This design comes from an exercise in tuning for small area, a short achievable clock period and few clock cycles per item on the open sky130 flow, not from production work. Only simulation tests tie the RTL to the original design; equivalence was not proved. The flow treats the clock pin as an ideal source, which a real chip does not have. No activity file was given, so power comes from the tool's default toggle rates.

==> flow/design.v <==
`timescale 1ns / 1ps
package cwmq_pkg;
    localparam int RING_DEPTH_DEF  = 64;
    localparam int MAX_WAITERS_DEF = 8;
    localparam int CHAR_W    = 8;
    localparam int ID_W      = 32;
    localparam int STATUS_W  = 3;
    localparam int CHARS_W   = 6;
    localparam int WAITERS_W = 4;
    localparam logic [STATUS_W-1:0] ST_DELIVERED = 3'd0;
    localparam logic [STATUS_W-1:0] ST_QUEUED    = 3'd1;
    localparam logic [STATUS_W-1:0] ST_DROPPED   = 3'd2;
    localparam logic [STATUS_W-1:0] ST_WAITER    = 3'd3;
    localparam logic [STATUS_W-1:0] ST_DUPLICATE = 3'd4;
    localparam logic [STATUS_W-1:0] ST_FULL      = 3'd5;
    localparam logic [STATUS_W-1:0] ST_IGNORED   = 3'd6;
    localparam logic MODE_CHAR = 1'b0;
    localparam logic MODE_WAIT = 1'b1;
endpackage
`timescale 1ns / 1ps
import cwmq_pkg::*;
module cwmq_ring (
    input  logic               i_clk,
    input  logic               i_rst_n,
    input  logic               i_put,
    input  logic               i_take,
    input  logic [CHAR_W-1:0]  i_data,
    output logic               o_empty,
    output logic               o_full,
    output logic [CHARS_W-1:0] o_count,
    output logic [CHARS_W-1:0] o_count_inc,
    output logic [CHARS_W-1:0] o_count_dec,
    output logic [CHAR_W-1:0]  o_head
);
    logic [CHAR_W-1:0]  r_mem [63];
    logic [5:0]         r_wp, r_rp1;
    logic [CHAR_W-1:0]  r_head;
    logic [CHARS_W-1:0] r_count;
    logic               r_full;
    always_ff @(posedge i_clk) begin
        if (!i_rst_n) begin
            r_rp1   <= 6'd1;
            r_wp    <= '0;
            r_count <= '0;
            r_full  <= 1'b0;
        end else begin
            if (i_put) r_wp <= (r_wp == 6'd62) ? 6'd0 : r_wp + 1'b1;
            if (i_take) begin
                r_rp1 <= (r_rp1 == 6'd62) ? 6'd0 : r_rp1 + 1'b1;
            end
            if (i_put) begin
                r_count <= o_count_inc;
                r_full  <= (r_count == 6'd62);
            end else if (i_take) begin
                r_count <= o_count_dec;
                r_full  <= 1'b0;
            end
        end
    end
    always_ff @(posedge i_clk) begin
        if (!o_full) begin
            r_mem[r_wp] <= i_data;
        end
    end
    always_ff @(posedge i_clk) begin
        if (i_take) begin
            r_head <= r_mem[r_rp1];
        end else if (o_empty) begin
            r_head <= i_data;
        end
    end
    assign o_empty     = (r_count == '0);
    assign o_full      = r_full;
    assign o_count     = r_count;
    assign o_count_inc = r_count + 1'b1;
    assign o_count_dec = r_count - 1'b1;
    assign o_head      = r_head;
endmodule
`timescale 1ns / 1ps
import cwmq_pkg::*;
module char_waiter_matching_queue_unit (
    input  logic                 i_clk,
    input  logic                 i_rst_n,
    input  logic                 i_req_valid,
    output logic                 o_req_ready,
    input  logic                 i_req_mode,
    input  logic [CHAR_W-1:0]    i_req_char_value,
    input  logic [ID_W-1:0]      i_req_waiter_id,
    output logic                 o_rsp_valid,
    input  logic                 i_rsp_ready,
    output logic                 o_rsp_delivered,
    output logic [ID_W-1:0]      o_rsp_dest_client,
    output logic [CHAR_W-1:0]    o_rsp_char_out,
    output logic [STATUS_W-1:0]  o_rsp_status,
    output logic [CHARS_W-1:0]   o_rsp_chars_held,
    output logic [WAITERS_W-1:0] o_rsp_waiters_held
);
    localparam int NW = MAX_WAITERS_DEF;
    localparam int RW = ID_W + CHAR_W + STATUS_W + CHARS_W + WAITERS_W;
    logic              r_v1;
    logic              r_mode;
    logic [CHAR_W-1:0] r_cv;
    logic [ID_W-1:0]   r_id;
    logic              r_cnz, r_inz;
    logic [MAX_WAITERS_DEF-1:0] r_match_lo, r_match_hi;
    logic              r_ready;
    logic              r_hold;    
    logic          r_q0v, r_q1v;
    logic [RW-1:0] r_q0, r_q1;
    logic [ID_W-1:0] r_wmem [NW];
    logic [2:0]      r_whead, r_wtail;
    logic [3:0]      r_wcnt;
    logic [NW-1:0]   r_wvalid;
    logic w_go, w_ld;
    logic               w_put, w_take;
    logic               w_rempty, w_rfull;
    logic [CHARS_W-1:0] w_rcnt, w_rcnt_inc, w_rcnt_dec;
    logic [CHAR_W-1:0]  w_rhead;
    cwmq_ring u_ring (
        .i_clk      (i_clk),
        .i_rst_n    (i_rst_n),
        .i_put      (w_put),
        .i_take     (w_take),
        .i_data     (r_cv),
        .o_empty    (w_rempty),
        .o_full     (w_rfull),
        .o_count    (w_rcnt),
        .o_count_inc(w_rcnt_inc),
        .o_count_dec(w_rcnt_dec),
        .o_head     (w_rhead)
    );
    assign w_go        = r_v1 && !(r_q0v && r_q1v);
    assign w_ld        = !r_hold;
    assign o_req_ready = r_ready;
    localparam int HW = ID_W / 2;
    logic          w_dup, w_cnz, w_inz, w_wempty, w_wfull;
    logic [NW-1:0] w_cmatch_lo, w_cmatch_hi;
    logic          w_same_lo, w_same_hi;
    assign w_same_lo = (i_req_waiter_id[HW-1:0] == r_id[HW-1:0]);
    assign w_same_hi = (i_req_waiter_id[ID_W-1:HW] == r_id[ID_W-1:HW]);
    always_comb begin
        for (int k = 0; k < NW; k++) begin
            if ((3'(k) == r_wtail) && !w_wfull) begin
                w_cmatch_lo[k] = w_same_lo;
                w_cmatch_hi[k] = w_same_hi;
            end else begin
                w_cmatch_lo[k] = (r_wmem[k][HW-1:0] == i_req_waiter_id[HW-1:0]);
                w_cmatch_hi[k] = (r_wmem[k][ID_W-1:HW] == i_req_waiter_id[ID_W-1:HW]);
            end
        end
    end
    logic [NW-1:0] w_wvalid, w_hit;
    assign w_wvalid = r_wvalid;
    assign w_hit    = w_wvalid & r_match_lo & r_match_hi;
    assign w_dup    = |w_hit;
    assign w_cnz    = r_cnz;
    assign w_inz    = r_inz;
    assign w_wempty = (r_wcnt == 4'd0);
    assign w_wfull  = r_wcnt[3];
    logic [ID_W-1:0]      n_dest;
    logic [CHAR_W-1:0]    n_cout;
    logic [STATUS_W-1:0]  n_status;
    logic [CHARS_W-1:0]   n_chars;
    logic [WAITERS_W-1:0] n_waiters;
    logic                 w_wpop, w_wpush;
    always_comb begin
        w_put     = 1'b0;
        w_take    = 1'b0;
        w_wpop    = 1'b0;
        w_wpush   = 1'b0;
        n_dest    = '0;
        n_cout    = '0;
        n_status  = ST_IGNORED;
        n_chars   = w_rcnt;
        n_waiters = r_wcnt;
        if (r_mode == MODE_CHAR) begin
            if (!w_cnz) begin
                n_status = ST_IGNORED;
            end else if (!w_wempty) begin
                w_wpop    = w_go;
                n_dest    = r_wmem[r_whead];
                n_cout    = r_cv;
                n_status  = ST_DELIVERED;
                n_waiters = r_wcnt - 1'b1;
            end else if (w_rfull) begin
                n_status = ST_DROPPED;
            end else begin
                w_put    = w_go;
                n_status = ST_QUEUED;
                n_chars  = w_rcnt_inc;
            end
        end else if (!w_inz) begin
            n_status = ST_IGNORED;
        end else if (!w_rempty) begin
            w_take   = w_go;
            n_dest   = r_id;
            n_cout   = w_rhead;
            n_status = ST_DELIVERED;
            n_chars  = w_rcnt_dec;
        end else if (w_dup) begin
            n_status = ST_DUPLICATE;
        end else if (w_wfull) begin
            n_status = ST_FULL;
        end else begin
            w_wpush   = w_go;
            n_status  = ST_WAITER;
            n_waiters = r_wcnt + 1'b1;
        end
    end
    logic [RW-1:0] w_res;
    assign w_res = {n_dest, n_cout, n_status, n_chars, n_waiters};
    logic w_pop, w_q0v_n, w_q1v_n, w_v1_n;
    assign w_pop   = r_q0v && i_rsp_ready;
    assign w_q0v_n = r_q1v || w_go || (r_q0v && !i_rsp_ready);
    assign w_q1v_n = (r_q1v && !i_rsp_ready) || (w_go && r_q0v && !(w_pop && !r_q1v));
    assign w_v1_n  = w_ld ? i_req_valid : r_v1;
    always_ff @(posedge i_clk) begin
        if (!i_rst_n) begin
            r_v1    <= 1'b0;
            r_q0v   <= 1'b0;
            r_q1v   <= 1'b0;
            r_ready <= 1'b1;
            r_hold  <= 1'b0;
            r_whead <= '0;
            r_wtail <= '0;
            r_wcnt  <= '0;
            r_wvalid <= '0;
        end else begin
            if (w_ld) r_v1 <= i_req_valid;
            if (w_wpop) begin
                r_whead <= r_whead + 1'b1;
                r_wcnt  <= r_wcnt - 1'b1;
                r_wvalid[r_whead] <= 1'b0;
            end
            if (w_wpush) begin
                r_wtail <= r_wtail + 1'b1;
                r_wcnt  <= r_wcnt + 1'b1;
                r_wvalid[r_wtail] <= 1'b1;
            end
            r_q0v   <= w_q0v_n;
            r_q1v   <= w_q1v_n;
            r_ready <= !w_v1_n || !(w_q0v_n && w_q1v_n);
            r_hold  <= w_v1_n && w_q0v_n && w_q1v_n;
        end
    end
    always_ff @(posedge i_clk) begin
        if (w_ld) begin
            r_mode <= i_req_mode;
            r_cv   <= i_req_char_value;
            r_id   <= i_req_waiter_id;
            r_cnz  <= |i_req_char_value;
            r_inz  <= |i_req_waiter_id;
            r_match_lo <= w_cmatch_lo;
            r_match_hi <= w_cmatch_hi;
        end
    end
    always_ff @(posedge i_clk) begin
        if (!w_wfull) begin
            r_wmem[r_wtail] <= r_id;
        end
    end
    logic r_q0d;
    always_ff @(posedge i_clk) begin
        if (!i_rst_n) begin
            r_q0  <= '0;
            r_q0d <= 1'b0;
        end else if (!r_q0v || i_rsp_ready) begin
            r_q0  <= r_q1v ? r_q1 : w_res;
            r_q0d <= r_q1v ? (r_q1[CHARS_W+WAITERS_W +: STATUS_W] == ST_DELIVERED)
                           : (n_status == ST_DELIVERED);
        end
        if (!r_q1v || i_rsp_ready) begin
            r_q1 <= w_res;
        end
    end
    assign o_rsp_valid = r_q0v;
    assign {o_rsp_dest_client, o_rsp_char_out, o_rsp_status, o_rsp_chars_held,
            o_rsp_waiters_held} = r_q0;
    assign o_rsp_delivered = r_q0d;
endmodule
Settings: LEC_CHECK=0, CAP_MARGIN=20, CORE_MARGIN=2, CORE_UTILIZATION=40, CTS_CLUSTER_DIAMETER=100, CTS_CLUSTER_SIZE=24, SLEW_MARGIN=20; clock period 8.0 ns.
standard.sh (not shown) runs the stock make flow with config.mk's settings and CLKGATE_MAP_FILE= SYNTH_SCRIPT=/design/flow/synth_recipe.tcl, a recipe that flattens the netlist after the stock synthesis.
==> flow/flow/run.sh <==
#!/bin/bash
set -euo pipefail
export CLOCK_PORT_NET=i_clk
export PRE_CTS_TCL="$PWD/flow/cts_root.tcl"
bash standard.sh SETUP_SLACK_MARGIN=5.5 finish > flow_make.log 2>&1
==> flow/flow/cts_root.tcl <==
rename clock_tree_synthesis my_tritoncts
proc clock_tree_synthesis { args } {
  my_tritoncts {*}$args
  set block [ord::get_db_block]
  set port_net [$block findNet $::env(CLOCK_PORT_NET)]
  set drivers {}
  foreach it [$port_net getITerms] { lappend drivers [$it getInst] }
  if { [llength $drivers] != 1 } {
    puts "cts_root: clock port drives [llength $drivers] cells, tree left as built"
    return
  }
  set root [lindex $drivers 0]
  set out_net ""
  foreach it [$root getITerms] {
    if { [$it isOutputSignal] } { set out_net [$it getNet] }
  }
  set loads {}
  foreach it [$out_net getITerms] {
    if { [$it isInputSignal] } { lappend loads $it }
  }
  if { [llength $loads] > 4 || [llength [$out_net getBTerms]] > 0 } {
    puts "cts_root: root buffer drives [llength $loads] pins, tree left as built"
    return
  }
  puts "cts_root: removing [$root getName], port now drives [llength $loads] buffers"
  foreach it $loads {
    $it disconnect
    $it connect $port_net
  }
  odb::dbInst_destroy $root
  odb::dbNet_destroy $out_net
}
The starting point ran to the end with no violations.
Testbench counts at the start, summed over its fixed seeds: cycles 4,816, items 4,800.
Next try:
--- a/flow/design.v
+++ b/flow/design.v
@@ -32,21 +32,23 @@
     output logic [CHARS_W-1:0] o_count_dec,
     output logic [CHAR_W-1:0]  o_head
 );
     logic [CHAR_W-1:0]  r_mem [63];
-    logic [5:0]         r_wp, r_rp1;
+    logic [5:0]         r_rp, r_wp, r_rp1;
     logic [CHAR_W-1:0]  r_head;
     logic [CHARS_W-1:0] r_count;
     logic               r_full;
     always_ff @(posedge i_clk) begin
         if (!i_rst_n) begin
+            r_rp    <= '0;
             r_rp1   <= 6'd1;
             r_wp    <= '0;
             r_count <= '0;
             r_full  <= 1'b0;
         end else begin
             if (i_put) r_wp <= (r_wp == 6'd62) ? 6'd0 : r_wp + 1'b1;
             if (i_take) begin
+                r_rp  <= r_rp1;
                 r_rp1 <= (r_rp1 == 6'd62) ? 6'd0 : r_rp1 + 1'b1;
             end
             if (i_put) begin
                 r_count <= o_count_inc;
@@ -101,11 +103,10 @@
     logic              r_mode;
     logic [CHAR_W-1:0] r_cv;
     logic [ID_W-1:0]   r_id;
     logic              r_cnz, r_inz;
-    logic [MAX_WAITERS_DEF-1:0] r_match_lo, r_match_hi;
+    logic [MAX_WAITERS_DEF-1:0] r_match;
     logic              r_ready;
-    logic              r_hold;    
     logic          r_q0v, r_q1v;
     logic [RW-1:0] r_q0, r_q1;
     logic [ID_W-1:0] r_wmem [NW];
     logic [2:0]      r_whead, r_wtail;
@@ -129,30 +130,22 @@
         .o_count_dec(w_rcnt_dec),
         .o_head     (w_rhead)
     );
     assign w_go        = r_v1 && !(r_q0v && r_q1v);
-    assign w_ld        = !r_hold;
+    assign w_ld        = r_ready;
     assign o_req_ready = r_ready;
-    localparam int HW = ID_W / 2;
-    logic          w_dup, w_cnz, w_inz, w_wempty, w_wfull;
-    logic [NW-1:0] w_cmatch_lo, w_cmatch_hi;
-    logic          w_same_lo, w_same_hi;
-    assign w_same_lo = (i_req_waiter_id[HW-1:0] == r_id[HW-1:0]);
-    assign w_same_hi = (i_req_waiter_id[ID_W-1:HW] == r_id[ID_W-1:HW]);
+    logic [NW-1:0] w_cmatch;
+    logic          w_same;
+    assign w_same = (i_req_waiter_id == r_id);
     always_comb begin
         for (int k = 0; k < NW; k++) begin
-            if ((3'(k) == r_wtail) && !w_wfull) begin
-                w_cmatch_lo[k] = w_same_lo;
-                w_cmatch_hi[k] = w_same_hi;
-            end else begin
-                w_cmatch_lo[k] = (r_wmem[k][HW-1:0] == i_req_waiter_id[HW-1:0]);
-                w_cmatch_hi[k] = (r_wmem[k][ID_W-1:HW] == i_req_waiter_id[ID_W-1:HW]);
-            end
+            w_cmatch[k] = ((3'(k) == r_wtail) && !w_wfull) ? w_same : (r_wmem[k] == i_req_waiter_id);
         end
     end
     logic [NW-1:0] w_wvalid, w_hit;
+    logic          w_dup, w_cnz, w_inz, w_wempty, w_wfull;
     assign w_wvalid = r_wvalid;
-    assign w_hit    = w_wvalid & r_match_lo & r_match_hi;
+    assign w_hit    = w_wvalid & r_match;
     assign w_dup    = |w_hit;
     assign w_cnz    = r_cnz;
     assign w_inz    = r_inz;
     assign w_wempty = (r_wcnt == 4'd0);
@@ -219,9 +212,8 @@
             r_v1    <= 1'b0;
             r_q0v   <= 1'b0;
             r_q1v   <= 1'b0;
             r_ready <= 1'b1;
-            r_hold  <= 1'b0;
             r_whead <= '0;
             r_wtail <= '0;
             r_wcnt  <= '0;
             r_wvalid <= '0;
@@ -239,9 +231,8 @@
             end
             r_q0v   <= w_q0v_n;
             r_q1v   <= w_q1v_n;
             r_ready <= !w_v1_n || !(w_q0v_n && w_q1v_n);
-            r_hold  <= w_v1_n && w_q0v_n && w_q1v_n;
         end
     end
     always_ff @(posedge i_clk) begin
         if (w_ld) begin
@@ -249,10 +240,9 @@
             r_cv   <= i_req_char_value;
             r_id   <= i_req_waiter_id;
             r_cnz  <= |i_req_char_value;
             r_inz  <= |i_req_waiter_id;
-            r_match_lo <= w_cmatch_lo;
-            r_match_hi <= w_cmatch_hi;
+            r_match <= w_cmatch;
         end
     end
     always_ff @(posedge i_clk) begin
         if (!w_wfull) begin
Sequential share of layout area came out lower by 1.9 points. Synthesized area came out lower by 0.71%. Sequential power came out lower by about 1%. Synthesized cell count came out lower by 1.1%. Worst hold slack is about the same. Combinational power came out higher by about 8%. Via count came out higher by 1.5%. Power came out lower by 0.41%. Die area came out lower by 0.71%. Register-to-register slack loses 0.11 ns.
Testbench counts after the change, summed over its fixed seeds: cycles 4,816, items 4,800.

-- separate check: timing with driven ports --
The flow's constraints put no driver on any port. The routed layouts listed below were extracted and timed again, unchanged, in two steps. Step 1: set_driving_cell puts a clkbuf_16 on i_clk and a buf_2 on each other input, an assumption about the parent block. Step 2 moves the port delays by t, midway between the first and last clock arrival at a register: inputs arrive t later, outputs are due t later. That takes back most of the time a late clock gives input paths. a / b / c = ideal / step 1 / step 2; a / b = the first two.
run	t (ns)	setup WS [ns]	latest minus earliest clock arrival (ns)
the first run	0.581	5.427 / 5.285 / 5.016	0.031 / 0.030
the second run	0.593	5.213 / 5.284 / 4.704	0.058 / 0.058
After both steps every run listed still meets setup and hold. The setup slack of the second run, which loses most, moves by +0.071 ns with the drivers and by -0.509 ns with both steps.
